Context: an optimization exercise on an open-source flow, tuned for small area and few clock cycles. The choices shown serve that exercise and are no tape-out recipe.
In this exercise RTL edits were held to simulation tests only and were not proved equivalent to the original.

File: flow/design.v
package spq_pkg;
   localparam int NOTE_W    = 7;
   localparam int PATTERN_W = 36;
   localparam int COUNT_W   = 4;
   localparam int CSR_IDX_W = 2;
   localparam int CSR_W     = PATTERN_W;
   localparam int STEPS     = 12;
   localparam int LEAD_W    = NOTE_W + 3;
   localparam logic [NOTE_W-1:0]  LOWEST_RESET  = 7'd24;
   localparam logic [COUNT_W-1:0] COUNT_RESET   = 4'd7;
   localparam logic [2*STEPS-1:0] STEPS_RESET   = 24'h000545;
   localparam logic [CSR_IDX_W-1:0] CSR_BASE_NOTE    = 2'd0;
   localparam logic [CSR_IDX_W-1:0] CSR_STEP_COUNT   = 2'd1;
   localparam logic [CSR_IDX_W-1:0] CSR_STEP_PATTERN = 2'd2;
endpackage
import spq_pkg::*;
module spq_fifo
#(
   parameter int WIDTH = NOTE_W
) (
   input  logic             clock,
   input  logic             reset,
   input  logic             push,
   input  logic [WIDTH-1:0] push_data,
   input  logic             pop,
   output logic [WIDTH-1:0] pop_data,
   output logic             full,
   output logic             empty
);
   logic [WIDTH-1:0] slot0_ff, slot1_ff;
   logic             valid0_ff, valid1_ff;
   logic             do_push;
   logic             do_pop;
   assign do_push = push && !valid1_ff;
   assign do_pop  = pop && valid0_ff;
   always_ff @(posedge clock) begin
      if (reset) begin
         valid0_ff <= 1'b0;
         valid1_ff <= 1'b0;
      end else begin
         valid0_ff <= valid1_ff || do_push || (valid0_ff && !do_pop);
         valid1_ff <= (valid1_ff && !do_pop) || (do_push && valid0_ff && !do_pop);
      end
      if (do_pop && valid1_ff) begin
         slot0_ff <= slot1_ff;
      end else if (do_push && (!valid0_ff || do_pop)) begin
         slot0_ff <= push_data;
      end
      if (do_push) begin
         slot1_ff <= push_data;
      end
   end
   assign pop_data = slot0_ff;
   assign full     = valid1_ff;
   assign empty    = !valid0_ff;
endmodule
import spq_pkg::*;
module spq_note_lookup
#(
   parameter int SPLIT = 2
) (
   input  logic                  clock,
   input  logic                  reset,
   input  logic [NOTE_W-1:0]     lowest,
   input  logic                  octave,
   input  logic [2*STEPS-1:0]    steps,
   input  logic [STEPS-1:0][5:0] pos,
   input  logic [5:0]            period,
   input  logic                  key_take,
   input  logic [NOTE_W-1:0]     key_in,
   input  logic                  note_take,
   output logic                  key_valid,
   output logic                  note_valid,
   output logic [LEAD_W-1:0]     lead,
   input  logic [LEAD_W-1:0]     head,
   output logic [NOTE_W-1:0]     note
);
   logic [NOTE_W-1:0] key;
   logic              key_valid_ff;
   logic              key_move;
   logic [NOTE_W-1:0] key_c;
   logic [NOTE_W-1:0] above;
   logic              below;
   logic [NOTE_W-1:0] base_in;
   logic [NOTE_W-1:0] part_in;
   logic [NOTE_W-1:0] base_ff;
   logic [NOTE_W-1:0] part_ff;
   logic              valid_ff;
   logic [NOTE_W-1:0] rem;
   logic [STEPS-1:0]  past;
   logic [STEPS-1:0]  hit;
   logic [1:0]        pos_lo;
   logic [1:0]        step_m1;
   logic [3:0]        into;
   logic [3:0]        size;
   logic              up;
   logic [NOTE_W:0]   lower;
   logic [NOTE_W:0]   upper;
   function automatic logic [NOTE_W-1:0] reduce(input logic [NOTE_W-1:0] part,
                                                input logic [5:0] per, input int i);
      logic [NOTE_W-1:0] diff;
      logic              bw;
      logic              x;
      logic              y;
      logic              fits;
      bw   = 1'b0;
      diff = part;
      fits = 1'b1;
      for (int b = 0; b < NOTE_W; b++) begin
         if (b >= i) begin
            x       = part[b];
            y       = (b - i < 6) ? per[(b - i) % 6] : 1'b0;
            diff[b] = x ^ y ^ bw;
            bw      = (!x & y) | (bw & !(x ^ y));
         end
      end
      for (int b = 0; b < 6; b++) begin
         if (b + i >= NOTE_W) begin
            fits = fits & !per[b];
         end
      end
      reduce = (fits && !bw) ? diff : part;
   endfunction
   always_comb begin
      logic bw;
      key_c = {key[6:1], key[0] & !(&key[6:1])};
      bw    = 1'b0;
      for (int b = 0; b < NOTE_W; b++) begin
         above[b] = key_c[b] ^ lowest[b] ^ bw;
         bw       = (!key_c[b] & lowest[b]) | (bw & !(key_c[b] ^ lowest[b]));
      end
      below   = bw || (above == '0);
      base_in = below ? lowest : key_c;
      part_in = below ? '0 : above;
      for (int i = NOTE_W - 1; i >= SPLIT; i--) begin
         part_in = reduce(part_in, period, i);
      end
   end
   assign key_move = key_valid_ff && (!valid_ff || note_take);
   always_ff @(posedge clock) begin
      if (reset) begin
         key_valid_ff <= 1'b0;
         valid_ff     <= 1'b0;
      end else begin
         key_valid_ff <= key_take || (key_valid_ff && !key_move);
         valid_ff     <= key_move || (valid_ff && !note_take);
      end
      if (key_take) begin
         key <= key_in;
      end
      if (key_move) begin
         base_ff <= base_in;
         part_ff <= part_in;
      end
   end
   always_comb begin
      logic bw;
      rem = part_ff;
      for (int i = SPLIT - 1; i >= 0; i--) begin
         rem = reduce(rem, period, i);
      end
      past[0] = 1'b1;
      for (int j = 1; j < STEPS; j++) begin
         bw = 1'b0;
         for (int b = 0; b < 6; b++) begin
            bw = (!rem[b] & pos[j][b]) | (bw & !(rem[b] ^ pos[j][b]));
         end
         past[j] = !bw;
      end
      for (int j = 0; j < STEPS; j++) begin
         hit[j] = past[j] && ((j == STEPS - 1) || !past[(j + 1) % STEPS]);
      end
      pos_lo  = '0;
      step_m1 = '0;
      for (int j = 0; j < STEPS; j++) begin
         pos_lo  = pos_lo | (hit[j] ? pos[j][1:0] : 2'b0);
         step_m1 = step_m1 | (hit[j] ? steps[2*j +: 2] : 2'b0);
      end
   end
   always_comb begin
      if (octave) begin
         into = rem[3:0];
         up   = (rem[3:0] >= 4'd6);
      end else begin
         into = {2'b0, rem[1:0] - pos_lo};
         up   = ({into[1:0], 1'b0} > {1'b0, step_m1});
      end
      lower = {1'b0, base_ff} - {4'b0, into};
      lead  = {up, step_m1, lower[NOTE_W-1:0]};
   end
   always_comb begin
      size  = octave ? 4'd12 : {2'b0, head[NOTE_W +: 2]} + 4'd1;
      upper = {1'b0, head[NOTE_W-1:0]} + {4'b0, size};
      if (head[LEAD_W-1] && upper < 8'd127) begin
         note = upper[NOTE_W-1:0];
      end else begin
         note = head[NOTE_W-1:0];
      end
   end
   assign key_valid  = key_valid_ff;
   assign note_valid = valid_ff;
endmodule
import spq_pkg::*;
module spq_scale_builder
(
   input  logic                  clock,
   input  logic                  reset,
   input  logic                  csr_we,
   input  logic [CSR_IDX_W-1:0]  csr_index,
   input  logic [CSR_W-1:0]      csr_wdata,
   output logic [NOTE_W-1:0]     lowest,
   output logic                  octave,
   output logic [2*STEPS-1:0]    steps,
   output logic [STEPS-1:0][5:0] pos,
   output logic [5:0]            period
);
   logic [COUNT_W-1:0]      count;
   logic [NOTE_W-1:0]       base_w;
   logic [NOTE_W-1:0]       lowest_w;
   logic [COUNT_W-1:0]      count_w;
   logic [2*STEPS-1:0]      steps_w;
   logic [STEPS-1:0][3:0]   size;
   logic [STEPS:0][5:0]     sum;
   logic [STEPS-1:0][5:0]   part;
   always_comb begin
      base_w = csr_wdata[NOTE_W-1:0];
      if (base_w >= 7'd21) begin
         lowest_w = base_w;
      end else if (base_w >= 7'd9) begin
         lowest_w = base_w + 7'd12;
      end else begin
         lowest_w = base_w + 7'd24;
      end
      count_w = (csr_wdata[3:0] > 4'd12) ? 4'd12 : csr_wdata[3:0];
      for (int i = 0; i < STEPS; i++) begin
         unique case (csr_wdata[3*i +: 3])
            3'd2:    steps_w[2*i +: 2] = 2'd1;
            3'd3:    steps_w[2*i +: 2] = 2'd2;
            3'd4:    steps_w[2*i +: 2] = 2'd3;
            default: steps_w[2*i +: 2] = 2'd0;
         endcase
      end
   end
   always_ff @(posedge clock) begin
      if (reset) begin
         lowest <= LOWEST_RESET;
         count  <= COUNT_RESET;
         steps  <= STEPS_RESET;
      end else if (csr_we) begin
         unique case (csr_index)
            CSR_BASE_NOTE:    lowest <= lowest_w;
            CSR_STEP_COUNT:   count  <= count_w;
            CSR_STEP_PATTERN: steps  <= steps_w;
            default: ;
         endcase
      end
   end
   assign octave = (count == '0);
   always_comb begin
      for (int i = 0; i < STEPS; i++) begin
         if (COUNT_W'(i) < count) begin
            size[i] = {1'b0, steps[2*i+1] & steps[2*i], steps[2*i+1] ^ steps[2*i], !steps[2*i]};
         end else begin
            size[i] = 4'd0;
         end
      end
      if (octave) begin
         size[0] = 4'd12;
      end
   end
   function automatic logic [5:0] add6(input logic [5:0] a, input logic [5:0] b,
                                       input int w);
      logic cy;
      logic x;
      logic y;
      cy   = 1'b0;
      add6 = '0;
      for (int k = 0; k < 6; k++) begin
         if (k < w) begin
            x       = a[k];
            y       = b[k];
            add6[k] = x ^ y ^ cy;
            cy      = (x & y) | (cy & (x ^ y));
         end
      end
   endfunction
   always_comb begin
      for (int g = 0; g < STEPS; g += 4) begin
         part[g] = {2'b0, size[g]};
         for (int k = 1; k < 4; k++) begin
            part[g+k] = add6(part[g+k-1], {2'b0, size[g+k]}, 5);
         end
      end
      sum[0] = '0;
      for (int j = 1; j <= 4; j++) begin
         sum[j] = part[j-1];
      end
      for (int j = 5; j <= 8; j++) begin
         sum[j] = add6(sum[4], part[j-1], (j < 8) ? 5 : 6);
      end
      for (int j = 9; j <= STEPS; j++) begin
         sum[j] = add6(sum[8], part[j-1], 6);
      end
      for (int j = 0; j < STEPS; j++) begin
         pos[j] = sum[j];
      end
   end
   always_ff @(posedge clock) begin
      if (reset) begin
         period <= 6'd12;
      end else begin
         period <= sum[STEPS];
      end
   end
endmodule
import spq_pkg::*;
module scale_pitch_quantizer_core
(
   input  logic                 clock,
   input  logic                 reset,
   input  logic                 req_push,
   output logic                 req_full,
   input  logic [NOTE_W-1:0]    req_key,
   output logic                 rsp_empty,
   input  logic                 rsp_pop,
   output logic [NOTE_W-1:0]    rsp_scale_note,
   input  logic                 csr_we,
   input  logic [CSR_IDX_W-1:0] csr_index,
   input  logic [CSR_W-1:0]     csr_wdata
);
   logic [NOTE_W-1:0]  lowest;
   logic               octave;
   logic [2*STEPS-1:0] steps;
   logic [STEPS-1:0][5:0] pos;
   logic [5:0]         period;
   logic               key_take;
   logic               note_valid;
   logic               note_take;
   logic [LEAD_W-1:0]  lead;
   logic [LEAD_W-1:0]  head;
   logic               rsp_full;
   logic               key_valid;
   spq_scale_builder u_builder (
      .clock     (clock),
      .reset     (reset),
      .csr_we    (csr_we),
      .csr_index (csr_index),
      .csr_wdata (csr_wdata),
      .lowest    (lowest),
      .octave    (octave),
      .steps     (steps),
      .pos       (pos),
      .period    (period)
   );
   assign req_full  = key_valid && note_valid && rsp_full;
   assign key_take  = req_push && !req_full;
   assign note_take = note_valid && !rsp_full;
   spq_note_lookup u_lookup (
      .clock      (clock),
      .reset      (reset),
      .lowest     (lowest),
      .octave     (octave),
      .steps      (steps),
      .pos        (pos),
      .period     (period),
      .key_take   (key_take),
      .key_in     (req_key),
      .note_take  (note_take),
      .key_valid  (key_valid),
      .note_valid (note_valid),
      .lead       (lead),
      .head       (head),
      .note       (rsp_scale_note)
   );
   spq_fifo #(
      .WIDTH (LEAD_W)
   ) u_rsp_queue (
      .clock     (clock),
      .reset     (reset),
      .push      (note_take),
      .push_data (lead),
      .pop       (rsp_pop),
      .pop_data  (head),
      .full      (rsp_full),
      .empty     (rsp_empty)
   );
endmodule
File: flow/run.sh
#!/bin/bash
# synth_recipe.tcl (not shown) runs the flow's synth.tcl, then flattens the netlist and writes it again
# the make line also repeats each setting of config.mk as NAME=value (left out here)
make -C /OpenROAD-flow-scripts/flow DESIGN_CONFIG=/design/flow/config.mk WORK_HOME=/design/flow/orfs CLKGATE_MAP_FILE= SYNTH_SCRIPT=/design/flow/synth_recipe.tcl finish
File: flow/config.mk
export PLATFORM = sky130hd
export DESIGN_NAME = scale_pitch_quantizer_core
export DESIGN_NICKNAME = scale_pitch_quantizer_core
export VERILOG_FILES = /design/flow/design.v
export SDC_FILE = /design/flow/constraint.sdc
export NUM_CORES = 4
export LEC_CHECK = 0
export CAP_MARGIN = 20
export CORE_MARGIN = 2
export CORE_UTILIZATION = 40
export SLEW_MARGIN = 20
File: flow/constraint.sdc
create_clock -name core_clock -period 10.0 [get_ports {clock}]
set_input_delay 2.0000 -clock core_clock [delete_from_list [all_inputs] [get_ports {clock}]]
set_output_delay 2.0000 -clock core_clock [all_outputs]
set_load 0.01 [all_outputs]
==> results of run 1 <==
==> final cells by class <==
| class | count | share of cell area |
|---|---|---|
| multi-input combinational | 707 | 0.605 |
| sequential | 86 | 0.202 |
| timing repair buffer | 104 | 0.0872 |
| inverter | 123 | 0.0445 |
| tap | 280 | 0.0332 |
| clock buffer | 9 | 0.0213 |
| clock inverter | 7 | 0.00746 |
==> through the flow <==
stage,std cells,utilization
after detailed placement,1291,0.460
final,1316,0.483
after CTS,1307,0.474
after floorplan,941,-
after global routing,1316,0.483
after global placement,1291,0.460
==> kinds of logic (layout without fill, tap and decap cells) <==
family                     after synthesis  after routing  share of synthesized area
AOI/OAI and AO/OA                      177            177                      0.144
and+or+nand+nor                        270            270                      0.154
muxes                                   42             42                     0.0501
DFF                                     86             86                      0.238
adders and majority gates              185            185                      0.319
xor gates and xnor gates                33             33                     0.0322
buffers and inverters                  148            243                     0.0636
==> worst min-delay path: stages (launching register included) <==
cell	delay, ns
dfxtp_1	0.33
nand2_1	0.06
a21oi_1	0.05
==> repair_timing <==
item	4_1_cts	5_1_grt
pin swaps	0	8
gates resized for setup	1	37
setup endpoints to repair	1	11
buffers inserted	0	9
==> Yosys cell counts (all sizes together) (23+ instances only) <==
cell type,number
edfxtp,41
nor2,75
xnor2,23
fa,73
nor2b,24
inv,122
o21ai,31
ha,112
dfxtp,45
nand2,56
a211oi,23
a21oi,44
==> sequential cells by signal, indices dropped and copies added, names as in the netlist, 4 cells and up <==
register              cells
u_builder.count           4
u_rsp_queue.slot0_ff     10
u_builder.steps          24
u_builder.lowest          7
u_builder.period          6
u_lookup.key              7
u_lookup.part_ff          7
u_lookup.base_ff          7
u_rsp_queue.slot1_ff     10
==> metal layers <==
layer | share of wire | wire length [µm] | vias up | track usage
li1 | - | - | 3479 | -
met1 | 0.51 | 11300 | 3361 | 0.283
met2 | 0.45 | 10000 | 133 | 0.308
met3 | 0.031 | 685 | 13 | 0.0209
met4 | 0.0096 | 214 | 0 | 0.0406
met5 | 0 | 0 | - | 0
==> worst max path at each step <==
stage / from / to / slack, ns / cells after the start
2_1_floorplan: u_lookup.key[4] / u_lookup.part_ff[6] / 0.37 / 38
3_3_place_gp: u_lookup.key[6] / u_lookup.part_ff[6] / 0.26 / 35
3_5_place_dp: u_lookup.key[6] / u_lookup.part_ff[6] / 0.02 / 36
4_1_cts: u_builder.count[0] / u_rsp_queue.slot0_ff[6] / 0.18 / 36
5_1_grt: u_builder.count[0] / u_rsp_queue.slot0_ff[6] / -0.02 / 36
6_report: u_lookup.key[6] / u_lookup.part_ff[6] / 0.39 / 36
==> parameters.txt, run 1 <==
Parameter                              Value

Final layout
  Combined flip-flop and latch cell area ... 2130 µm²
  Antenna fix cells ... 0
  Footprint of the multi-input gates ... 6390 µm²
  Relative area change from synthesis to final layout ... 17.8%
  Number of fill cells ... 2155
  Number of nets in the final layout ... 1266
  Layout cells sized above 1 ... 0.125
  Leading cell type in the layout, fill and taps excluded ... inv_1
  Most used cells in the layout excluding fill and tap cells ... 118 x inv_1, 112 x ha_1, 74 x nor2_1
  Design area ... 10600 µm²

Place
  Cell area reported after detailed placement ... 10100 µm²
  Last weighted congestion value of the routability-driven placer ... 0.902
  Worst-case setup slack after placement ... 0.0236 ns
  Port-buffer cells ... 58
  Detailed-placement wirelength estimate ... 18.2 mm

Critical path
  Number of cells on the worst reg-to-reg path ... 36
  Critical Path AT ... 9.71 ns
  Dominant cell type by count on the critical path ... fa_1
  Slack of the worst reg-to-reg path ... 0.39 ns
  FF-to-FF End ... u_lookup.part_ff[6]
  Reg2Reg Launch Point ... u_lookup.key[6]
  Critical Path Fanout Max ... 5
  Type of destination of the critical path ... flop
  Crit-path slowest cell ... edfxtp_1
  Crit path kind ... flop to flop
  CP top delay family ... adder cells
  Worst path bufs/invs ... 6
  Data required time of the critical path ... 10.10 ns
  Biggest cell delay along the critical path ... 0.45 ns
  Crit start category ... flop

Hold path
  Count of cells along the worst hold path ... 2
  Hold Path Sink ... u_builder.lowest[0]
  Path class of the lowest-slack min-delay path ... flop to flop
  Launch instance of the worst min-delay path ... u_builder.lowest[0]

Detailed routing
  Number of nets with antenna violations after routing ... 0
  Total wire length ... 22.2 mm
  DR vias/cell ... 5.31
  Routed length per instance ... 16.9 µm
  Detailed router's first-iteration violation count ... 321
  Drc violations ... 0
  Number of search-and-repair iterations in the first detailed-routing pass ... 5
  Vias after detailed routing ... 6986

Yosys
  Area contributors post-synth ... fa_1 16%, ha_1 16%, edfxtp_1 14%
  Fraction of registers with async set or reset after synthesis ... 0
  Number of flops mapped to enable cells by yosys ... 41
  Net Count, Synth ... 1176
  Synth unique cells ... 75
  Mapped Avg Cell Area ... 9.53 µm²
  Synthesized cell area ... 8970 µm²
  Synthesis warning total ... 3
  Dominant synthesized flop cell ... dfxtp_1
  Post-Syn Instances ... 941
  Proportion of netlist area held by the largest area contributor ... 0.163
  Biggest area consumer among synthesized cells ... fa_1
  Share of synthesized area occupied by flip-flops and latches ... 0.238
  Flip-flop and latch count after synthesis ... 86

Floorplan
  Io pins ... 59
  Placeable core region ... 21900 µm²
  Initial Util ... 0.410
  Num rows ... 54
  DIE AREA ... 23600 µm²
  Die outline height ... 154 µm
  Width of the die ... 154 µm

Global route
  Number of antenna violations at the first check in global routing ... 0
  Pin count of the biggest net entering global routing ... 46
  Wire length of the first global-routing pass ... 36.6 mm
  Total routing usage reported by global routing ... 0.193
  Overflow after GRT ... 0
  Number of global-route vias before repair ... 6987

Clocking
  TritonCTS sink count ... 86
  Htree depth ... 3
  Root buffer cell ... clkbuf_16
  Number of hold-repair buffers added at the cts stage ... 0
  Clock tree from TritonCTS ... built
  Clock transition at the registers of the reported paths ... 0.07 ns
  Number of buffers inserted during clock tree synthesis ... 9
  Clock latency at the later pin of the worst-skew pair ... 0.35 ns
  Worst-case clock buffer depth ... 2

Timing
  Total count of max-transition violations in the final report ... 0
  # setup viols final ... 0
  WHS ... 0.483 ns
  Slew at the pin closest to its max-slew limit ... 0.985 ns
  Tcrit/Tclk final ... 0.961
  Peak clock frequency supported by timing ... 0.104 GHz
  Setup Total Neg Slack ... 0 ns
  Minimum period implied by the final worst setup slack ... 9.61 ns
  Final hold violations ... 0
  Worst slew margin relative to its limit ... 0.341
  Worst-case clock skew ... 0.00918 ns
  Setup WS post-layout ... 0.387 ns

Status
  Run status ... finished clean

Run
  Max_cap viols ... 0
Testbench counts, summed over its fixed seeds: cycles 9,830.
==> inputs of run 2 (changes only) <==
--- a/flow/design.v
+++ b/flow/design.v
@@ -66,3 +66,3 @@
    input  logic [2*STEPS-1:0]    steps,
-   input  logic [STEPS-1:0][5:0] pos,
+   input  logic [STEPS/2-1:0][5:0] odd,
    input  logic [5:0]            period,
@@ -89,4 +89,4 @@
    logic [NOTE_W-1:0] rem;
-   logic [STEPS-1:0]  past;
-   logic [STEPS-1:0]  hit;
+   logic [STEPS/2-1:0] past;
+   logic [STEPS/2:0]  hit;
    logic [1:0]        pos_lo;
@@ -157,2 +157,6 @@
       logic bw;
+      logic [2:0] off;
+      logic [1:0] m_a;
+      logic [1:0] m_b;
+      logic [2:0] base3;
       rem = part_ff;
@@ -161,18 +165,30 @@
       end
-      past[0] = 1'b1;
-      for (int j = 1; j < STEPS; j++) begin
+      for (int k = 0; k < STEPS / 2; k++) begin
          bw = 1'b0;
          for (int b = 0; b < 6; b++) begin
-            bw = (!rem[b] & pos[j][b]) | (bw & !(rem[b] ^ pos[j][b]));
+            bw = (!rem[b] & odd[k][b]) | (!rem[b] & bw) | (odd[k][b] & bw);
          end
-         past[j] = !bw;
+         past[k] = !bw;
       end
-      for (int j = 0; j < STEPS; j++) begin
-         hit[j] = past[j] && ((j == STEPS - 1) || !past[(j + 1) % STEPS]);
+      hit[0] = !past[0];
+      for (int k = 0; k < STEPS / 2; k++) begin
+         hit[k+1] = past[k] && ((k == STEPS / 2 - 1) || !past[(k + 1) % (STEPS / 2)]);
+      end
+      base3 = '0;
+      m_a   = hit[0] ? steps[1:0] : 2'b0;
+      m_b   = '0;
+      for (int k = 0; k < STEPS / 2; k++) begin
+         base3 = base3 | (hit[k+1] ? odd[k][2:0] : 3'b0);
+         m_a   = m_a | (hit[k+1] ? steps[2*(2*k+1) +: 2] : 2'b0);
+         if (k < STEPS / 2 - 1) begin
+            m_b = m_b | (hit[k+1] ? steps[2*(2*k+2) +: 2] : 2'b0);
+         end
       end
-      pos_lo  = '0;
-      step_m1 = '0;
-      for (int j = 0; j < STEPS; j++) begin
-         pos_lo  = pos_lo | (hit[j] ? pos[j][1:0] : 2'b0);
-         step_m1 = step_m1 | (hit[j] ? steps[2*j +: 2] : 2'b0);
+      off = rem[2:0] - base3;
+      if (!hit[0] && (off > {1'b0, m_a})) begin
+         pos_lo  = off[1:0] - m_a - 2'd1;
+         step_m1 = m_b;
+      end else begin
+         pos_lo  = off[1:0];
+         step_m1 = m_a;
       end
@@ -184,3 +200,3 @@
       end else begin
-         into = {2'b0, rem[1:0] - pos_lo};
+         into = {2'b0, pos_lo};
          up   = ({into[1:0], 1'b0} > {1'b0, step_m1});
@@ -213,3 +229,3 @@
    output logic [2*STEPS-1:0]    steps,
-   output logic [STEPS-1:0][5:0] pos,
+   output logic [STEPS/2-1:0][5:0] odd,
    output logic [5:0]            period
@@ -222,4 +238,4 @@
    logic [STEPS-1:0][3:0]   size;
-   logic [STEPS:0][5:0]     sum;
-   logic [STEPS-1:0][5:0]   part;
+   logic [STEPS/2-1:0][5:0] pair;
+   logic [5:0]              sum_all;
    always_comb begin
@@ -287,21 +303,9 @@
    always_comb begin
-      for (int g = 0; g < STEPS; g += 4) begin
-         part[g] = {2'b0, size[g]};
-         for (int k = 1; k < 4; k++) begin
-            part[g+k] = add6(part[g+k-1], {2'b0, size[g+k]}, 5);
-         end
-      end
-      sum[0] = '0;
-      for (int j = 1; j <= 4; j++) begin
-         sum[j] = part[j-1];
-      end
-      for (int j = 5; j <= 8; j++) begin
-         sum[j] = add6(sum[4], part[j-1], (j < 8) ? 5 : 6);
-      end
-      for (int j = 9; j <= STEPS; j++) begin
-         sum[j] = add6(sum[8], part[j-1], 6);
-      end
-      for (int j = 0; j < STEPS; j++) begin
-         pos[j] = sum[j];
+      odd[0] = {2'b0, size[0]};
+      for (int k = 1; k < STEPS / 2; k++) begin
+         pair[k]  = add6({2'b0, size[2*k-1]}, {2'b0, size[2*k]}, 4);
+         odd[k]   = add6(odd[k-1], pair[k], (k < 2) ? 4 : (k < 4) ? 5 : 6);
       end
+      pair[0] = '0;
+      sum_all = add6(odd[STEPS/2-1], {2'b0, size[STEPS-1]}, 6);
    end
@@ -311,3 +315,3 @@
       end else begin
-         period <= sum[STEPS];
+         period <= sum_all;
       end
@@ -333,3 +337,3 @@
    logic [2*STEPS-1:0] steps;
-   logic [STEPS-1:0][5:0] pos;
+   logic [STEPS/2-1:0][5:0] odd;
    logic [5:0]         period;
@@ -351,3 +355,3 @@
       .steps     (steps),
-      .pos       (pos),
+      .odd       (odd),
       .period    (period)
@@ -363,3 +367,3 @@
       .steps      (steps),
-      .pos        (pos),
+      .odd        (odd),
       .period     (period),
--- a/flow/config.mk
+++ b/flow/config.mk
@@ -7,2 +7,3 @@
 export LEC_CHECK = 0
+export ABC_AREA = 1
 export CAP_MARGIN = 20
==> parameters.txt, run 2 <==
Parameter                              Value

Critical path
  Critical Path Fanout Max ... 5 (unchanged)
  Crit start category ... flop (unchanged)
  Reg2Reg Launch Point ... u_builder.count[1] (was u_lookup.key[6])
  Biggest cell delay along the critical path ... 0.59 ns (was 0.45 ns)
  Data required time of the critical path ... 10.11 ns (was 10.10 ns)
  Number of cells on the worst reg-to-reg path ... 46 (was 36)
  Start point of the critical path ... u_builder.count[1] (was u_lookup.key[6])
  Crit path kind ... flop to flop (unchanged)
  Crit-path slowest cell ... fa_2 (was edfxtp_1)
  Type of destination of the critical path ... flop (unchanged)
  Slack of the worst reg-to-reg path ... 0.49 ns (was 0.39 ns)
  Critical Path AT ... 9.62 ns (was 9.71 ns)

Yosys
  Share of cell area taken by muxes after synthesis ... 0.00938 (was 0.0501)
  Dominant synthesized flop cell ... dfxtp_1 (unchanged)
  Biggest area consumer among synthesized cells ... edfxtp_1 (was fa_1)
  Synth unique cells ... 47 (was 75)
  Compound-gate portion of the synthesized area ... 0.122 (was 0.144)
  Net Count, Synth ... 1152 (was 1176)
  Proportion of netlist area held by the largest area contributor ... 0.162 (was 0.163)
  Area share of and/or/nand/nor cells after synthesis ... 0.230 (was 0.154)
  Most frequent cells after synthesis ... 245 x nand2_1, 181 x inv_1, 77 x o21ai_0, 68 x nand3_1, 57 x ha_1 (was 121 x inv_1, 112 x ha_1, 75 x nor2_1, 73 x fa_1, 56 x nand2_1)
  Share of synthesized area occupied by flip-flops and latches ... 0.280 (was 0.238)
  Mapped Avg Cell Area ... 7.68 µm² (was 9.53 µm²)
  Share of the synthesized netlist area taken by xor and xnor gates ... 0.0184 (was 0.0322)
  Fraction of registers with async set or reset after synthesis ... 0 (unchanged)
  Number of flops mapped to enable cells by yosys ... 41 (unchanged)
  Adder and majority gate portion of the synthesized area ... 0.239 (was 0.319)
  Flip-flop and latch count after synthesis ... 86 (unchanged)
  Most instantiated library cell after synthesis ... nand2_1 (was inv_1)
  Synthesized cell area ... 7600 µm² (was 8970 µm²)
  Area contributors post-synth ... edfxtp_1 16%, fa_1 14%, nand2_1 12% (was fa_1 16%, ha_1 16%, edfxtp_1 14%)
  Post-Syn Instances ... 990 (was 941)
  Main combinational cell family by area after synthesis ... adder cells (unchanged)
  Synthesis warning total ... 3 (unchanged)

Final layout
  Relative area change from synthesis to final layout ... 21.6% (was 17.8%)
  Layout cells sized above 1 ... 0.143 (was 0.125)
  Number of nets in the final layout ... 1258 (was 1266)
  Antenna fix cells ... 0 (unchanged)
  Largest register by flop count ... u_builder.steps (unchanged)
  Number of flip-flops in the largest register ... 24 (unchanged)
  Regs by FF count ... u_builder.steps (24), u_rsp_queue.slot0_ff (10), u_rsp_queue.slot1_ff (10) (unchanged)
  Leading cell type in the layout, fill and taps excluded ... nand2_1 (was inv_1)
  Number of fill cells ... 1841 (was 2155)
  Most used cells in the layout excluding fill and tap cells ... 242 x nand2_1, 176 x inv_1, 73 x o21ai_0 (was 118 x inv_1, 112 x ha_1, 74 x nor2_1)

Detailed routing
  Number of search-and-repair iterations in the first detailed-routing pass ... 7 (was 5)
  Total wire length ... 17.7 mm (was 22.2 mm)
  Drc violations ... 0 (unchanged)
  Vias after detailed routing ... 6415 (was 6986)
  DR vias/cell ... 4.81 (was 5.31)
  Routed length per instance ... 13.3 µm (was 16.9 µm)
  Detailed router's first-iteration violation count ... 343 (was 321)
  Number of nets with antenna violations after routing ... 0 (unchanged)

Timing
  Peak clock frequency supported by timing ... 0.105 GHz (was 0.104 GHz)
  Setup Total Neg Slack ... 0 ns (unchanged)
  Tcrit/Tclk final ... 0.951 (was 0.961)
  Total count of max-transition violations in the final report ... 0 (unchanged)
  Slew at the pin closest to its max-slew limit ... 0.855 ns (was 0.985 ns)
  Final hold violations ... 0 (unchanged)
  Worst slew margin relative to its limit ... 0.428 (was 0.341)
  Setup WS post-layout ... 0.491 ns (was 0.387 ns)
  Minimum period implied by the final worst setup slack ... 9.51 ns (was 9.61 ns)
  # setup viols final ... 0 (unchanged)
  RSZ-0062 raised after global routing ... true
  Worst-case clock skew ... 0.00564 ns (was 0.00918 ns)

Global route
  Global routing usage on met1 ... 0.253 (was 0.283)
  Routing layer with the top usage in global route ... met2 (unchanged)
  Wire length of the first global-routing pass ... 30.0 mm (was 36.6 mm)
  Pin count of the biggest net entering global routing ... 28 (was 46)
  Total routing usage reported by global routing ... 0.187 (was 0.193)
  Number of global-route vias before repair ... 6294 (was 6987)
  Number of antenna violations at the first check in global routing ... 0 (unchanged)
  Met3 track demand over resource in global routing ... 0.0250 (was 0.0209)
  Overflow after GRT ... 0 (unchanged)
  Global routing usage on met2 ... 0.313 (was 0.308)

Floorplan
  DIE AREA ... 20100 µm² (was 23600 µm²)
  Io pins ... 59 (unchanged)
  Die outline height ... 142 µm (was 154 µm)
  Placeable core region ... 18700 µm² (was 21900 µm²)
  Initial Util ... 0.406 (was 0.410)
  Width of the die ... 142 µm (was 154 µm)
  Num rows ... 50 (was 54)

Place
  Port-buffer cells ... 58 (unchanged)
  Last weighted congestion value of the routability-driven placer ... 0.895 (was 0.902)
  Worst-case setup slack after placement ... -0.120 ns (was 0.0236 ns)
  Detailed-placement wirelength estimate ... 14.7 mm (was 18.2 mm)

Clocking
  Number of hold-repair buffers added at the cts stage ... 0 (unchanged)
  Number of buffers inserted during clock tree synthesis ... 9 (unchanged)
  Worst-case clock buffer depth ... 2 (unchanged)
  Root buffer cell ... clkbuf_16 (unchanged)
  TritonCTS sink count ... 86 (unchanged)
  Clock latency at the later pin of the worst-skew pair ... 0.35 ns (about the same)
  Clock tree from TritonCTS ... built (unchanged)
  Clock transition at the registers of the reported paths ... 0.07 ns (about the same)
  Htree depth ... 3 (unchanged)

Status
  Run status ... finished clean (unchanged)

Hold path
  Path class of the lowest-slack min-delay path ... flop to flop (unchanged)
  Launch instance of the worst min-delay path ... u_builder.count[0] (was u_builder.lowest[0])
  Count of cells along the worst hold path ... 2 (unchanged)

Run
  Max_cap viols ... 0 (unchanged)
run 2: cell types whose count changed in the layout (fill, tap and decap cells not counted), moves of 34 or more:
cell | previous run | this run
nand2_1 | 55 | 242
o21ai_0 | 23 | 73
fa_1 | 67 | 33
nand3_1 | 13 | 67
ha_1 | 112 | 55
inv_1 | 118 | 176
run 2: critical path: cells and delay by family (launching register included):
family	cells	cell delay, ns
DFF	1	0.36
xor gates and xnor gates	1	0.15
and+or+nand+nor	14	1.38
adders and majority gates	15	5.86
buffers and inverters	8	0.52
AOI/OAI and AO/OA	8	1.01
run 2: routing by layer:
metal  up-vias  share of wire
met5         -              0
met4         0          0.015
met3        20          0.039
met2       131           0.47
met1      2874           0.48
li1       3390              -
run 2: final timing paths:
kind	endpoint
worst max-delay path	u_rsp_queue.slot0_ff[6]
worst min-delay path	u_builder.count[0]
worst max register to register	u_rsp_queue.slot0_ff[6]
worst min register to register	u_builder.count[0]
run 2: final cells by class:
class | count | area (µm²) | area share
clock inverter | 7 | 80.1 | 0.00866
clock buffer | 9 | 225 | 0.0244
timing repair buffer | 108 | 956 | 0.103
inverter | 189 | 714 | 0.0773
multi-input combinational | 702 | 4840 | 0.523
sequential | 86 | 2140 | 0.231
tap | 234 | 293 | 0.0317
run 2: cell families after synthesis:
logic type / after synthesis
AND/OR/NAND/NOR: 403
buffers and inverters: 202
AO/OA/AOI/OAI: 164
adder cells (fa/ha/maj): 112
flip-flops: 86
XOR/XNOR: 16
multiplexers: 7
run 2: timing repair:
action	CTS	global route
resized for setup	2	53
buffers inserted	0	15
pin swaps	0	20
setup endpoints to repair	5	17
run 2: through the flow:
stage	area, µm²	hold slack, ns	instances	utilization
after global placement	8690	0.471	1304	0.464
after global routing	9250	0.521	1335	0.494
after CTS	9000	0.482	1320	0.481
final	9250	0.477	1335	0.494
after detailed placement	8690	0.473	1304	0.464
after floorplan	7600	0.443	990	-
Testbench counts of run 2, summed over its fixed seeds: cycles 9,830.
==> inputs of run 3 (changes only) <==
--- a/flow/config.mk
+++ b/flow/config.mk
@@ -7,3 +7,2 @@
 export LEC_CHECK = 0
-export ABC_AREA = 1
 export CAP_MARGIN = 20
==> parameters.txt, run 3 <==
Parameter                              Value

Timing
  Final hold violations ... 0 (unchanged)
  Tcrit/Tclk final ... 0.976 (was 0.951)
  Worst slew margin relative to its limit ... 0.350 (was 0.428)
  Setup WS post-layout ... 0.245 ns (was 0.491 ns)
  Worst-case clock skew ... 0.0108 ns (was 0.00564 ns)
  Peak clock frequency supported by timing ... 0.103 GHz (was 0.105 GHz)
  Setup Total Neg Slack ... 0 ns (unchanged)
  Minimum period implied by the final worst setup slack ... 9.76 ns (was 9.51 ns)
  WHS ... 0.474 ns (was 0.477 ns)
  Slew at the pin closest to its max-slew limit ... 0.975 ns (was 0.855 ns)
  RSZ-0062 raised after global routing ... true (unchanged)
  Total count of max-transition violations in the final report ... 0 (unchanged)
  # setup viols final ... 0 (unchanged)

Yosys
  Post-Syn Instances ... 830 (was 990)
  Flip-flop and latch count after synthesis ... 86 (unchanged)
  Synthesized cell area ... 7580 µm² (was 7600 µm²)
  Mapped Avg Cell Area ... 9.14 µm² (was 7.68 µm²)
  Fraction of registers with async set or reset after synthesis ... 0 (unchanged)
  Share of synthesized area occupied by flip-flops and latches ... 0.281 (was 0.280)
  Synthesis warning total ... 3 (unchanged)
  Proportion of netlist area held by the largest area contributor ... 0.162 (about the same)
  Biggest area consumer among synthesized cells ... edfxtp_1 (unchanged)
  Net Count, Synth ... 992 (was 1152)
  Synth unique cells ... 72 (was 47)
  Most frequent cells after synthesis ... 88 x nand2_1, 88 x nor2_1, 75 x inv_1, 57 x ha_1, 55 x fa_1 (was 245 x nand2_1, 181 x inv_1, 77 x o21ai_0, 68 x nand3_1, 57 x ha_1)
  Area contributors post-synth ... edfxtp_1 16%, fa_1 15%, dfxtp_1 12% (was edfxtp_1 16%, fa_1 14%, nand2_1 12%)
  Dominant synthesized flop cell ... dfxtp_1 (unchanged)
  Number of flops mapped to enable cells by yosys ... 41 (unchanged)

Place
  Worst-case setup slack after placement ... -0.215 ns (was -0.120 ns)
  Last weighted congestion value of the routability-driven placer ... 0.983 (was 0.895)
  Total placed cells including tap cells ... 1165 (was 1304)
  Detailed-placement wirelength estimate ... 14.9 mm (was 14.7 mm)
  Port-buffer cells ... 58 (unchanged)

Critical path
  Critical Path AT ... 9.86 ns (was 9.62 ns)
  Critical Path Fanout Max ... 4 (was 5)
  Number of cells on the worst reg-to-reg path ... 45 (was 46)
  Crit path kind ... flop to flop (unchanged)
  Crit-path slowest cell ... fa_2 (unchanged)
  Start point of the critical path ... u_builder.count[1] (unchanged)
  Reg2Reg Launch Point ... u_builder.count[1] (unchanged)
  Crit start category ... flop (unchanged)
  Biggest cell delay along the critical path ... 0.58 ns (was 0.59 ns)
  Data required time of the critical path ... 10.11 ns (about the same)
  Dominant cell type by count on the critical path ... fa_2
  FF-to-FF End ... u_rsp_queue.slot0_ff[6] (unchanged)
  Critical Path End ... u_rsp_queue.slot0_ff[6] (unchanged)
  Type of destination of the critical path ... flop (unchanged)
  Slack of the worst reg-to-reg path ... 0.24 ns (was 0.49 ns)

Global route
  Routing layer with the top usage in global route ... met2 (unchanged)
  Overflow after GRT ... 0 (unchanged)
  Number of antenna violations at the first check in global routing ... 0 (unchanged)
  Wire length of the first global-routing pass ... 30.4 mm (was 30.0 mm)
  Total routing usage reported by global routing ... 0.191 (was 0.187)
  Global routing usage on met1 ... 0.259 (was 0.253)
  Pin count of the biggest net entering global routing ... 46 (was 28)
  Number of global-route vias before repair ... 6135 (was 6294)
  Met3 track demand over resource in global routing ... 0.0250 (unchanged)
  Global routing usage on met2 ... 0.310 (was 0.313)

Final layout
  Largest register by flop count ... u_builder.steps (unchanged)
  Relative area change from synthesis to final layout ... 26.6% (was 21.6%)
  Final non-filler cell total ... 1201 (was 1335)
  Antenna fix cells ... 0 (unchanged)
  Layout cells sized above 1 ... 0.222 (was 0.143)
  Regs by FF count ... u_builder.steps (24), u_rsp_queue.slot0_ff (10), u_rsp_queue.slot1_ff (10) (unchanged)
  Most used cells in the layout excluding fill and tap cells ... 85 x nand2_1, 85 x buf_4, 82 x nor2_1 (was 242 x nand2_1, 176 x inv_1, 73 x o21ai_0)
  Combined flip-flop and latch cell area ... 2140 µm² (about the same)
  Number of flip-flops in the largest register ... 24 (unchanged)
  Number of fill cells ... 1741 (was 1841)
  Number of nets in the final layout ... 1124 (was 1258)
  Footprint of the multi-input gates ... 5320 µm² (was 4840 µm²)

Clocking
  Number of buffers inserted during clock tree synthesis ... 9 (unchanged)
  Clock tree from TritonCTS ... built (unchanged)
  Clock latency at the later pin of the worst-skew pair ... 0.35 ns (about the same)
  Root buffer cell ... clkbuf_16 (unchanged)
  Htree depth ... 3 (unchanged)
  Clock transition at the registers of the reported paths ... 0.07 ns (about the same)
  TritonCTS sink count ... 86 (unchanged)
  Worst-case clock buffer depth ... 2 (unchanged)

Detailed routing
  Number of nets with antenna violations after routing ... 0 (unchanged)
  Vias after detailed routing ... 6410 (was 6415)
  DR vias/cell ... 5.34 (was 4.81)
  Routed length per instance ... 15.6 µm (was 13.3 µm)
  Drc violations ... 0 (unchanged)
  Total wire length ... 18.7 mm (was 17.7 mm)
  Number of search-and-repair iterations in the first detailed-routing pass ... 5 (was 7)
  Detailed router's first-iteration violation count ... 385 (was 343)

Hold path
  Path class of the lowest-slack min-delay path ... flop to flop (unchanged)
  Count of cells along the worst hold path ... 2 (unchanged)

Floorplan
  Num rows ... 50 (unchanged)
  Io pins ... 59 (unchanged)
  Die outline height ... 142 µm (about the same)
  Width of the die ... 142 µm (about the same)
  Placeable core region ... 18600 µm² (was 18700 µm²)
  Initial Util ... 0.407 (was 0.406)
  DIE AREA ... 20100 µm² (about the same)

Run
  Max_cap viols ... 0 (unchanged)

Status
  Run status ... finished clean (unchanged)
## run 3: cell count changes in the layout (fill, tap and decap cells not counted), sizes merged, moves of 27 or more
cell / before / now
buf: 50 / 88
inv: 190 / 78
nand2: 257 / 88
nand3: 72 / 8
nor2: 54 / 89
nor2b: 0 / 27
o21ai: 90 / 30
## run 3: repair_timing
item,in CTS,in global routing
hold buffers,0,0
cloned,0,2
buffers inserted,5,13
pin swaps,13,31
gates resized for setup,13,69
setup endpoints to repair,8,17
## run 3: logic make-up after synthesis
kind of cell	count (synthesis)	synth area share
multiplexers	37	0.0534
AND/OR/NAND/NOR	279	0.172
XOR/XNOR	29	0.0335
adder cells (fa/ha/maj)	117	0.246
flip-flops	86	0.281
AO/OA/AOI/OAI	178	0.159
buffers and inverters	104	0.0556
## run 3: worst min path at each step
stage | from | end
2_1_floorplan | u_lookup.key_valid_ff | u_lookup.valid_ff
3_3_place_gp | u_builder.lowest[1] | u_builder.lowest[1]
3_5_place_dp | u_builder.lowest[1] | u_builder.lowest[1]
4_1_cts | u_builder.lowest[1] | u_builder.lowest[1]
5_1_grt | u_builder.lowest[1] | u_builder.lowest[1]
6_report | u_builder.lowest[1] | u_builder.lowest[1]
## run 3: layout make-up
cell class	instances	share of cell area
tap	234	0.0305
clock inverter	7	0.00860
inverter	77	0.0301
timing repair buffer	146	0.130
multi-input combinational	642	0.554
clock buffer	9	0.0235
sequential	86	0.223
## run 3: metrics by stage
stage	util	area [µm²]
global placement	0.477	8880
CTS	0.497	9260
detailed placement	0.477	8880
finish	0.515	9600
floorplan	-	7620
global route	0.515	9600
## run 3: worst max-delay path, delay by kind of cell, from the launching register on
family                     cells  cell delay, ns
and+or+nand+nor               11            1.31
buffers and inverters          8            0.58
DFF                            1            0.34
adders and majority gates     15            5.53
xor gates and xnor gates       1            0.15
AOI/OAI and AO/OA              9            1.27
muxes                          1            0.31
## run 3: metal layers
metal,vias to the layer above,part of all wire
met5,-,0
met4,0,0.030
li1,3184,-
met1,3004,0.46
met3,41,0.047
met2,181,0.46
==> inputs of run 4 (changes only) <==
--- a/flow/design.v
+++ b/flow/design.v
@@ -66,3 +66,3 @@
    input  logic [2*STEPS-1:0]    steps,
-   input  logic [STEPS/2-1:0][5:0] odd,
+   input  logic [STEPS/2-2:0][5:0] even,
    input  logic [5:0]            period,
@@ -89,4 +89,4 @@
    logic [NOTE_W-1:0] rem;
-   logic [STEPS/2-1:0] past;
-   logic [STEPS/2:0]  hit;
+   logic [STEPS/2-2:0] past;
+   logic [STEPS/2-1:0] hit;
    logic [1:0]        pos_lo;
@@ -125,3 +125,3 @@
       logic bw;
-      key_c = {key[6:1], key[0] & !(&key[6:1])};
+      key_c = key;
       bw    = 1'b0;
@@ -131,3 +131,3 @@
       end
-      below   = bw || (above == '0);
+      below   = bw;
       base_in = below ? lowest : key_c;
@@ -148,3 +148,3 @@
       if (key_take) begin
-         key <= key_in;
+         key <= {key_in[6:1], key_in[0] & !(&key_in[6:1])};
       end
@@ -165,6 +165,6 @@
       end
-      for (int k = 0; k < STEPS / 2; k++) begin
+      for (int k = 0; k < STEPS / 2 - 1; k++) begin
          bw = 1'b0;
          for (int b = 0; b < 6; b++) begin
-            bw = (!rem[b] & odd[k][b]) | (!rem[b] & bw) | (odd[k][b] & bw);
+            bw = (!rem[b] & even[k][b]) | (!rem[b] & bw) | (even[k][b] & bw);
          end
@@ -173,17 +173,17 @@
       hit[0] = !past[0];
-      for (int k = 0; k < STEPS / 2; k++) begin
-         hit[k+1] = past[k] && ((k == STEPS / 2 - 1) || !past[(k + 1) % (STEPS / 2)]);
+      for (int k = 1; k < STEPS / 2; k++) begin
+         hit[k] = past[k-1] && ((k == STEPS / 2 - 1) || !past[k % (STEPS / 2 - 1)]);
       end
       base3 = '0;
-      m_a   = hit[0] ? steps[1:0] : 2'b0;
+      m_a   = '0;
       m_b   = '0;
       for (int k = 0; k < STEPS / 2; k++) begin
-         base3 = base3 | (hit[k+1] ? odd[k][2:0] : 3'b0);
-         m_a   = m_a | (hit[k+1] ? steps[2*(2*k+1) +: 2] : 2'b0);
-         if (k < STEPS / 2 - 1) begin
-            m_b = m_b | (hit[k+1] ? steps[2*(2*k+2) +: 2] : 2'b0);
+         if (k > 0) begin
+            base3 = base3 | (hit[k] ? even[(k + STEPS / 2 - 2) % (STEPS / 2 - 1)][2:0] : 3'b0);
          end
+         m_a = m_a | (hit[k] ? steps[4*k +: 2] : 2'b0);
+         m_b = m_b | (hit[k] ? steps[4*k+2 +: 2] : 2'b0);
       end
       off = rem[2:0] - base3;
-      if (!hit[0] && (off > {1'b0, m_a})) begin
+      if (off > {1'b0, m_a}) begin
          pos_lo  = off[1:0] - m_a - 2'd1;
@@ -229,3 +229,3 @@
    output logic [2*STEPS-1:0]    steps,
-   output logic [STEPS/2-1:0][5:0] odd,
+   output logic [STEPS/2-2:0][5:0] even,
    output logic [5:0]            period
@@ -235,3 +235,2 @@
    logic [NOTE_W-1:0]       lowest_w;
-   logic [COUNT_W-1:0]      count_w;
    logic [2*STEPS-1:0]      steps_w;
@@ -249,3 +248,2 @@
       end
-      count_w = (csr_wdata[3:0] > 4'd12) ? 4'd12 : csr_wdata[3:0];
       for (int i = 0; i < STEPS; i++) begin
@@ -267,3 +265,3 @@
             CSR_BASE_NOTE:    lowest <= lowest_w;
-            CSR_STEP_COUNT:   count  <= count_w;
+            CSR_STEP_COUNT:   count  <= csr_wdata[COUNT_W-1:0];
             CSR_STEP_PATTERN: steps  <= steps_w;
@@ -303,9 +301,10 @@
    always_comb begin
-      odd[0] = {2'b0, size[0]};
-      for (int k = 1; k < STEPS / 2; k++) begin
-         pair[k]  = add6({2'b0, size[2*k-1]}, {2'b0, size[2*k]}, 4);
-         odd[k]   = add6(odd[k-1], pair[k], (k < 2) ? 4 : (k < 4) ? 5 : 6);
+      for (int k = 0; k < STEPS / 2; k++) begin
+         pair[k] = add6({2'b0, size[2*k]}, {2'b0, size[2*k+1]}, 4);
+      end
+      even[0] = pair[0];
+      for (int k = 1; k < STEPS / 2 - 1; k++) begin
+         even[k] = add6(even[k-1], pair[k], (k < 3) ? 5 : 6);
       end
-      pair[0] = '0;
-      sum_all = add6(odd[STEPS/2-1], {2'b0, size[STEPS-1]}, 6);
+      sum_all = add6(even[STEPS/2-2], pair[STEPS/2-1], 6);
    end
@@ -337,3 +336,3 @@
    logic [2*STEPS-1:0] steps;
-   logic [STEPS/2-1:0][5:0] odd;
+   logic [STEPS/2-2:0][5:0] even;
    logic [5:0]         period;
@@ -355,3 +354,3 @@
       .steps     (steps),
-      .odd       (odd),
+      .even      (even),
       .period    (period)
@@ -367,3 +366,3 @@
       .steps      (steps),
-      .odd        (odd),
+      .even       (even),
       .period     (period),
--- a/flow/config.mk
+++ b/flow/config.mk
@@ -7,2 +7,3 @@
 export LEC_CHECK = 0
+export ABC_AREA = 1
 export CAP_MARGIN = 20
==> parameters.txt, run 4 <==
Parameter                              Value

Yosys
  Share of synthesized area occupied by flip-flops and latches ... 0.283 (was 0.281)
  Fraction of registers with async set or reset after synthesis ... 0 (unchanged)
  Net Count, Synth ... 1116 (was 992)
  Number of flops mapped to enable cells by yosys ... 41 (unchanged)
  Dominant synthesized flop cell ... dfxtp_1 (unchanged)
  Area contributors post-synth ... edfxtp_1 16%, fa_1 15%, dfxtp_1 12% (unchanged)
  Biggest area consumer among synthesized cells ... edfxtp_1 (unchanged)
  Most frequent cells after synthesis ... 223 x nand2_1, 171 x inv_1, 58 x o21ai_0 (was 88 x nand2_1, 88 x nor2_1, 75 x inv_1, 57 x ha_1, 55 x fa_1)
  Synthesis warning total ... 3 (unchanged)
  Most instantiated library cell after synthesis ... nand2_1
  Flip-flop and latch count after synthesis ... 86 (unchanged)
  Proportion of netlist area held by the largest area contributor ... 0.164 (was 0.162)
  Synth unique cells ... 44 (was 72)
  Mapped Avg Cell Area ... 7.89 µm² (was 9.14 µm²)
  Post-Syn Instances ... 954 (was 830)
  Synthesized cell area ... 7530 µm² (was 7580 µm²)

Clocking
  Clock transition at the registers of the reported paths ... 0.07 ns (about the same)
  Worst-case clock buffer depth ... 2 (unchanged)
  Clock tree from TritonCTS ... built (unchanged)
  TritonCTS sink count ... 86 (unchanged)
  Clock latency at the later pin of the worst-skew pair ... 0.34 ns (was 0.35 ns)
  Root buffer cell ... clkbuf_16 (unchanged)
  Number of buffers inserted during clock tree synthesis ... 9 (unchanged)
  Number of hold-repair buffers added at the cts stage ... 0 (unchanged)
  Htree depth ... 3 (unchanged)

Detailed routing
  Met2 wirelength from detailed routing ... 8.40 mm (was 8.58 mm)
  DR vias/cell ... 4.96 (was 5.34)
  Total wire length ... 17.7 mm (was 18.7 mm)
  Detailed router's first-iteration violation count ... 355 (was 385)
  Number of nets with antenna violations after routing ... 0 (unchanged)
  Drc violations ... 0 (unchanged)
  Detailed route wirelength on metal3 ... 729 µm (was 878 µm)
  Uppermost signal routing layer after detailed routing ... met4 (unchanged)
  Vias after detailed routing ... 6235 (was 6410)
  Wl on met1 ... 8.30 mm (was 8.69 mm)
  Number of search-and-repair iterations in the first detailed-routing pass ... 5 (unchanged)
  Routed length per instance ... 14.1 µm (was 15.6 µm)

Final layout
  Most used cells in the layout excluding fill and tap cells ... 222 x nand2_1, 170 x inv_1, 58 x clkdlybuf4s50_1 (was 85 x nand2_1, 85 x buf_4, 82 x nor2_1)
  Layout cells sized above 1 ... 0.0977 (was 0.222)
  Antenna fix cells ... 0 (unchanged)
  Relative area change from synthesis to final layout ... 16.4% (was 26.6%)
  Number of nets in the final layout ... 1181 (was 1124)
  Leading cell type in the layout, fill and taps excluded ... nand2_1
  Design area ... 8760 µm² (was 9600 µm²)
  Number of flip-flops in the largest register ... 24 (unchanged)
  Largest register by flop count ... u_builder.steps (unchanged)
  Number of fill cells ... 1841 (was 1741)
  Post-layout utilization of the core ... 0.471 (was 0.515)
  Regs by FF count ... u_builder.steps (24), u_rsp_queue.slot0_ff (10), u_rsp_queue.slot1_ff (10) (unchanged)

Critical path
  Crit start category ... flop (unchanged)
  Critical Path AT ... 9.75 ns (was 9.86 ns)
  Dominant cell type by count on the critical path ... fa_1 (was fa_2)
  Type of destination of the critical path ... flop (unchanged)
  Crit path kind ... flop to flop (unchanged)
  Data required time of the critical path ... 10.19 ns (was 10.11 ns)
  Crit-path slowest cell ... fa_1 (was fa_2)
  Biggest cell delay along the critical path ... 0.45 ns (was 0.58 ns)
  Critical Path Fanout Max ... 6 (was 4)

Floorplan
  Num rows ... 50 (unchanged)
  Die outline height ... 141 µm (was 142 µm)
  Placeable core region ... 18600 µm² (about the same)
  Initial Util ... 0.405 (was 0.407)
  Io pins ... 59 (unchanged)
  DIE AREA ... 19900 µm² (was 20100 µm²)
  Width of the die ... 141 µm (was 142 µm)

Global route
  Number of global-route vias before repair ... 5947 (was 6135)
  Overflow after GRT ... 0 (unchanged)
  Pin count of the biggest net entering global routing ... 26 (was 46)
  Wire length of the first global-routing pass ... 29.5 mm (was 30.4 mm)
  Total routing usage reported by global routing ... 0.185 (was 0.191)
  Number of antenna violations at the first check in global routing ... 0 (unchanged)

Timing
  Tcrit/Tclk final ... 0.957 (was 0.976)
  Peak clock frequency supported by timing ... 0.105 GHz (was 0.103 GHz)
  Total count of max-transition violations in the final report ... 0 (unchanged)
  Setup Total Neg Slack ... 0 ns (unchanged)
  Final hold violations ... 0 (unchanged)
  Setup WS post-layout ... 0.433 ns (was 0.245 ns)
  Worst-case clock skew ... 0.00953 ns (was 0.0108 ns)
  Worst slew margin relative to its limit ... 0.316 (was 0.350)
  Slew at the pin closest to its max-slew limit ... 1.02 ns (was 0.975 ns)
  Minimum period implied by the final worst setup slack ... 9.57 ns (was 9.76 ns)
  # setup viols final ... 0 (unchanged)

Place
  Cell area reported after detailed placement ... 8400 µm² (was 8880 µm²)
  Port-buffer cells ... 58 (unchanged)
  Last weighted congestion value of the routability-driven placer ... 0.955 (was 0.983)
  Worst-case setup slack after placement ... 0.225 ns (was -0.215 ns)
  Detailed-placement wirelength estimate ... 14.8 mm (was 14.9 mm)

Hold path
  Path class of the lowest-slack min-delay path ... flop to flop (unchanged)

Status
  Run status ... finished clean (unchanged)

Run
  Max_cap viols ... 0 (unchanged)
==> run 4: path summary, 6_finish.rpt <==
kind                                            start                  end  slack (ns)  depth (start not counted)
worst max-delay path                  u_lookup.key[0]  u_lookup.part_ff[5]        0.43                         37
worst min-delay path            u_lookup.key_valid_ff    u_lookup.valid_ff        0.50                          2
worst max register to register        u_lookup.key[0]  u_lookup.part_ff[5]        0.43                         37
worst min register to register  u_lookup.key_valid_ff    u_lookup.valid_ff        0.50                          2
==> run 4: critical path: cells and delay by family, from the launching register on <==
family / cells / cell delay (ns)
compound gates: 4 / 0.40
flops: 1 / 0.36
fa+ha+maj: 18 / 6.56
buf+inv: 5 / 0.33
simple gates: 9 / 1.51
mux: 1 / 0.23
==> run 4: repair_timing <==
item,CTS,global route
endpoints found under the setup margin,0,13
setup buffers,0,4
resized for setup,0,16
==> run 4: metrics by stage <==
step | instances | hold slack (ns)
4_1_cts | 1254 | 0.491
3_3_place_gp | 1238 | 0.468
3_5_place_dp | 1238 | 0.478
6_report | 1258 | 0.495
2_1_floorplan | 954 | 0.443
5_1_grt | 1258 | 0.526
==> run 4: cell type report <==
type	instances	area, µm²	area share
multi-input cells	676	4720	0.539
repair buffers	69	663	0.0757
clock buffers	11	243	0.0277
clock inverters	5	41.3	0.00471
inverters	177	667	0.0761
well taps	234	293	0.0334
flip-flops and latches	86	2130	0.243
==> run 4: routing by layer <==
| layer | track usage | vias up |
|---|---|---|
| met1 | 0.251 | 2877 |
| met5 | 0 | - |
| met3 | 0.0279 | 20 |
| met2 | 0.309 | 149 |
| li1 | - | 3189 |
| met4 | 0.0537 | 0 |
==> run 4: logic make-up after synthesis <==
logic type	synth area share
AND/OR/NAND/NOR	0.235
flip-flops	0.283
XOR/XNOR	0.0174
adder cells (fa/ha/maj)	0.242
AO/OA/AOI/OAI	0.110
multiplexers	0.0156
buffers and inverters	0.0967
Testbench counts of run 4, summed over its fixed seeds: cycles 9,830.
==> inputs of run 5 (changes only) <==
==> flow/flow/run.sh (new file) <==
#!/bin/bash
# The standard layout, with the port buffers made of the smallest buffer cell
# (buf_1) instead of the cell buffer_ports picks by default. The make output
# is kept in standard_make.log; the tools' own logs stay under orfs/logs/.
set -euo pipefail
export BUFFER_PORTS_ARGS="-buffer_cell sky130_fd_sc_hd__buf_1"
bash standard.sh > standard_make.log 2>&1
==> flow/standard.sh (new file) <==
#!/bin/bash
# synth_recipe.tcl (not shown) runs the flow's synth.tcl, then flattens the netlist and writes it again
# the make line also repeats each setting of config.mk as NAME=value (left out here)
make -C /OpenROAD-flow-scripts/flow DESIGN_CONFIG=/design/flow/config.mk WORK_HOME=/design/flow/orfs CLKGATE_MAP_FILE= SYNTH_SCRIPT=/design/flow/synth_recipe.tcl "${@:-finish}"
--- a/flow/config.mk
+++ b/flow/config.mk
@@ -8,5 +8,6 @@
 export ABC_AREA = 1
-export CAP_MARGIN = 20
+export CAP_MARGIN = 0
 export CORE_MARGIN = 2
 export CORE_UTILIZATION = 40
-export SLEW_MARGIN = 20
+export GPL_TIMING_DRIVEN = 0
+export SLEW_MARGIN = 0
removed: flow/run.sh
==> parameters.txt, run 5 <==
Parameter                              Value

Global route
  Overflow after GRT ... 0 (unchanged)
  Total routing usage reported by global routing ... 0.178 (was 0.185)
  Wire length of the first global-routing pass ... 28.2 mm (was 29.5 mm)
  Number of global-route vias before repair ... 5707 (was 5947)
  Number of antenna violations at the first check in global routing ... 0 (unchanged)
  Pin count of the biggest net entering global routing ... 16 (was 26)

Yosys
  Share of synthesized area occupied by flip-flops and latches ... 0.283 (unchanged)
  Area contributors post-synth ... edfxtp_1 16%, fa_1 15%, dfxtp_1 12% (unchanged)
  Share of cell area taken by muxes after synthesis ... 0.0156 (unchanged)
  Flip-flop and latch count after synthesis ... 86 (unchanged)
  Synthesis warning total ... 3 (unchanged)
  Compound-gate portion of the synthesized area ... 0.110 (unchanged)
  Synth unique cells ... 44 (unchanged)
  Main combinational cell family by area after synthesis ... adder cells (unchanged)
  Number of flops mapped to enable cells by yosys ... 41 (unchanged)
  Share of the synthesized netlist area taken by xor and xnor gates ... 0.0175 (unchanged)
  Dominant synthesized flop cell ... dfxtp_1 (unchanged)
  Fraction of registers with async set or reset after synthesis ... 0 (unchanged)
  Mapped Avg Cell Area ... 7.89 µm² (unchanged)
  Most frequent cells after synthesis ... 223 x nand2_1, 171 x inv_1, 58 x o21ai_0 (unchanged)
  Most instantiated library cell after synthesis ... nand2_1 (unchanged)
  Adder and majority gate portion of the synthesized area ... 0.242 (unchanged)
  Area share of and/or/nand/nor cells after synthesis ... 0.235 (unchanged)
  Post-Syn Instances ... 954 (unchanged)
  Synthesized cell area ... 7530 µm² (unchanged)
  Biggest area consumer among synthesized cells ... edfxtp_1 (unchanged)
  Proportion of netlist area held by the largest area contributor ... 0.164 (unchanged)
  Net Count, Synth ... 1116 (unchanged)

Place
  Total placed cells including tap cells ... 1245 (was 1238)
  Cell area reported after detailed placement ... 8040 µm² (was 8400 µm²)
  Port-buffer cells ... 57 (was 58)
  Last weighted congestion value of the routability-driven placer ... 0.916 (was 0.955)
  Detailed-placement wirelength estimate ... 14.2 mm (was 14.8 mm)

Clocking
  Number of buffers inserted during clock tree synthesis ... 9 (unchanged)
  TritonCTS sink count ... 86 (unchanged)
  Htree depth ... 3 (unchanged)
  Clock latency at the later pin of the worst-skew pair ... 0.35 ns (was 0.34 ns)
  Worst-case clock buffer depth ... 2 (unchanged)
  Clock tree from TritonCTS ... built (unchanged)
  Clock transition at the registers of the reported paths ... 0.07 ns (about the same)
  Root buffer cell ... clkbuf_16 (unchanged)

Critical path
  Critical Path Fanout Max ... 7 (was 6)
  Crit start category ... flop (unchanged)
  Dominant cell type by count on the critical path ... inv_1 (was fa_1)
  Critical Path AT ... 9.58 ns (was 9.75 ns)
  Number of cells on the worst reg-to-reg path ... 46 (was 37)
  Data required time of the critical path ... 10.10 ns (was 10.19 ns)
  Crit path kind ... flop to flop (unchanged)
  Crit-path slowest cell ... fa_2 (was fa_1)
  Biggest cell delay along the critical path ... 0.64 ns (was 0.45 ns)
  Type of destination of the critical path ... flop (unchanged)
  Slack of the worst reg-to-reg path ... 0.52 ns (was 0.43 ns)

Final layout
  Number of nets in the final layout ... 1191 (was 1181)
  Antenna fix cells ... 0 (unchanged)
  Footprint of the multi-input gates ... 4800 µm² (was 4720 µm²)
  Regs by FF count ... u_builder.steps (24), u_rsp_queue.slot0_ff (10), u_rsp_queue.slot1_ff (10) (unchanged)
  Largest register by flop count ... u_builder.steps (unchanged)
  Design area ... 8520 µm² (was 8760 µm²)
  Relative area change from synthesis to final layout ... 13.1% (was 16.4%)
  Number of fill cells ... 1835 (was 1841)
  Most used cells in the layout excluding fill and tap cells ... 218 x nand2_1, 170 x inv_1, 57 x buf_1 (was 222 x nand2_1, 170 x inv_1, 58 x clkdlybuf4s50_1)
  Final non-filler cell total ... 1268 (was 1258)
  Number of flip-flops in the largest register ... 24 (unchanged)
  Combined flip-flop and latch cell area ... 2140 µm² (was 2130 µm²)
  Layout cells sized above 1 ... 0.113 (was 0.0977)
  Leading cell type in the layout, fill and taps excluded ... nand2_1 (unchanged)

Detailed routing
  Number of search-and-repair iterations in the first detailed-routing pass ... 5 (unchanged)
  Routed length per instance ... 13.5 µm (was 14.1 µm)
  Detailed router's first-iteration violation count ... 295 (was 355)
  Drc violations ... 0 (unchanged)
  Vias after detailed routing ... 6181 (was 6235)
  Total wire length ... 17.1 mm (was 17.7 mm)
  DR vias/cell ... 4.87 (was 4.96)
  Number of nets with antenna violations after routing ... 0 (unchanged)

Timing
  # setup viols final ... 0 (unchanged)
  Minimum period implied by the final worst setup slack ... 9.48 ns (was 9.57 ns)
  Setup Total Neg Slack ... 0 ns (unchanged)
  Slew at the pin closest to its max-slew limit ... 1.02 ns (about the same)
  Total count of max-transition violations in the final report ... 0 (unchanged)
  Tcrit/Tclk final ... 0.948 (was 0.957)
  WHS ... 0.493 ns (was 0.495 ns)
  Peak clock frequency supported by timing ... 0.105 GHz (about the same)
  Worst slew margin relative to its limit ... 0.314 (was 0.316)
  Worst-case clock skew ... 0.00754 ns (was 0.00953 ns)
  Final hold violations ... 0 (unchanged)

Floorplan
  Width of the die ... 141 µm (unchanged)
  Num rows ... 50 (unchanged)
  Initial Util ... 0.405 (unchanged)
  Io pins ... 59 (unchanged)
  Die outline height ... 141 µm (unchanged)
  DIE AREA ... 19900 µm² (unchanged)
  Placeable core region ... 18600 µm² (unchanged)

Hold path
  Count of cells along the worst hold path ... 2 (unchanged)
  Path class of the lowest-slack min-delay path ... flop to flop (unchanged)

Status
  Run status ... finished clean (unchanged)

Run
  Max_cap viols ... 0 (unchanged)
[run 5: metal layers]
metal | vias up | track usage | wire length (µm) | share of wire
met2 | 123 | 0.294 | 8020 | 0.47
met4 | 0 | 0.0511 | 227 | 0.013
li1 | 3223 | - | - | -
met3 | 18 | 0.0251 | 761 | 0.044
met1 | 2817 | 0.244 | 8110 | 0.47
met5 | - | 0 | 0 | 0
[run 5: stage by stage]
step                setup slack [ns]  utilization
floorplan                      0.790            -
global placement              -0.604        0.432
detailed placement            -0.624        0.432
CTS                           0.0331        0.449
global route                -0.00937        0.458
finish                         0.520        0.458
[run 5: what timing repair did]
action | 4_1_cts | 5_1_grt
setup endpoints to repair | 11 | 14
pin swaps | 0 | 9
resized for setup | 3 | 36
cloned | 0 | 1
buffers inserted | 1 | 6
endpoints found under the hold margin | 0 | 0
hold buffers | 0 | 0
[run 5: final timing paths]
path                           start                 endpoint
setup / recovery  u_builder.count[1]  u_rsp_queue.slot0_ff[6]
hold / removal    u_builder.steps[9]       u_builder.steps[9]
setup reg to reg  u_builder.count[1]  u_rsp_queue.slot0_ff[6]
hold reg to reg   u_builder.steps[9]       u_builder.steps[9]
[run 5: layout make-up]
type / count / share of cell area
Clock inverter: 5 / 0.00470
Tap cell: 234 / 0.0344
Clock buffer: 11 / 0.0297
Inverter: 177 / 0.0784
Buffer: 14 / 0.00705
Timing Repair Buffer: 64 / 0.0313
Multi-Input combinational cell: 677 / 0.564
Sequential cell: 86 / 0.251
[run 5: logic make-up (layout without fill, tap and decap cells)]
| group | Yosys count | count (layout) |
|---|---|---|
| AO/OA/AOI/OAI | 143 | 143 |
| buffers and inverters | 192 | 271 |
| multiplexers | 11 | 11 |
| adder cells (fa/ha/maj) | 112 | 112 |
| XOR/XNOR | 15 | 15 |
| flip-flops | 86 | 86 |
| AND/OR/NAND/NOR | 395 | 396 |
[run 5: worst max-delay path: cells and delay by family, from the launching register on]
kind	cells	cell delay (ns)
AO/OA/AOI/OAI	6	0.85
buffers and inverters	9	0.78
XOR/XNOR	1	0.13
AND/OR/NAND/NOR	16	1.42
flip-flops	1	0.41
adder cells (fa/ha/maj)	14	5.66

-- re-timing with driven ports --
How much do the figures lean on ideal ports? The routed layouts below were timed once more, with nothing changed but the port constraints. Step 1 sets driving cells, clkbuf_16 on the clock port and buf_2 on the other inputs (assumed; they add their load-dependent delay and slew). Step 2 adds t to the input delays and takes it off the output delays; t is the mean of the earliest and latest rising clock arrival at the registers after step 1. Input paths then give back, and output paths get back, about the clock's delay inside the block. Slacks: ideal ports / drivers / drivers and shift; pairs: ideal ports / drivers.
| run | t (ns) | setup WS [ns] | hold slack, ns | latest minus earliest clock arrival (ns) | pins driven straight from the clock port |
|---|---|---|---|---|---|
| run 1 | 0.389 | 0.387 / 0.387 / 0.387 | 0.483 / 0.483 / 0.483 | 0.009 / 0.010 | 1 |
| run 2 | 0.388 | 0.491 / 0.491 / 0.491 | 0.477 / 0.477 / 0.477 | 0.007 / 0.008 | 1 |
| run 3 | 0.395 | 0.245 / 0.245 / 0.245 | 0.474 / 0.474 / 0.474 | 0.010 / 0.011 | 1 |
| run 4 | 0.383 | 0.433 / 0.433 / 0.433 | 0.495 / 0.495 / 0.495 | 0.012 / 0.012 | 1 |
| run 5 | 0.384 | 0.520 / 0.520 / 0.520 | 0.493 / 0.493 / 0.493 | 0.008 / 0.008 | 1 |
After both steps every run listed still meets setup and hold.
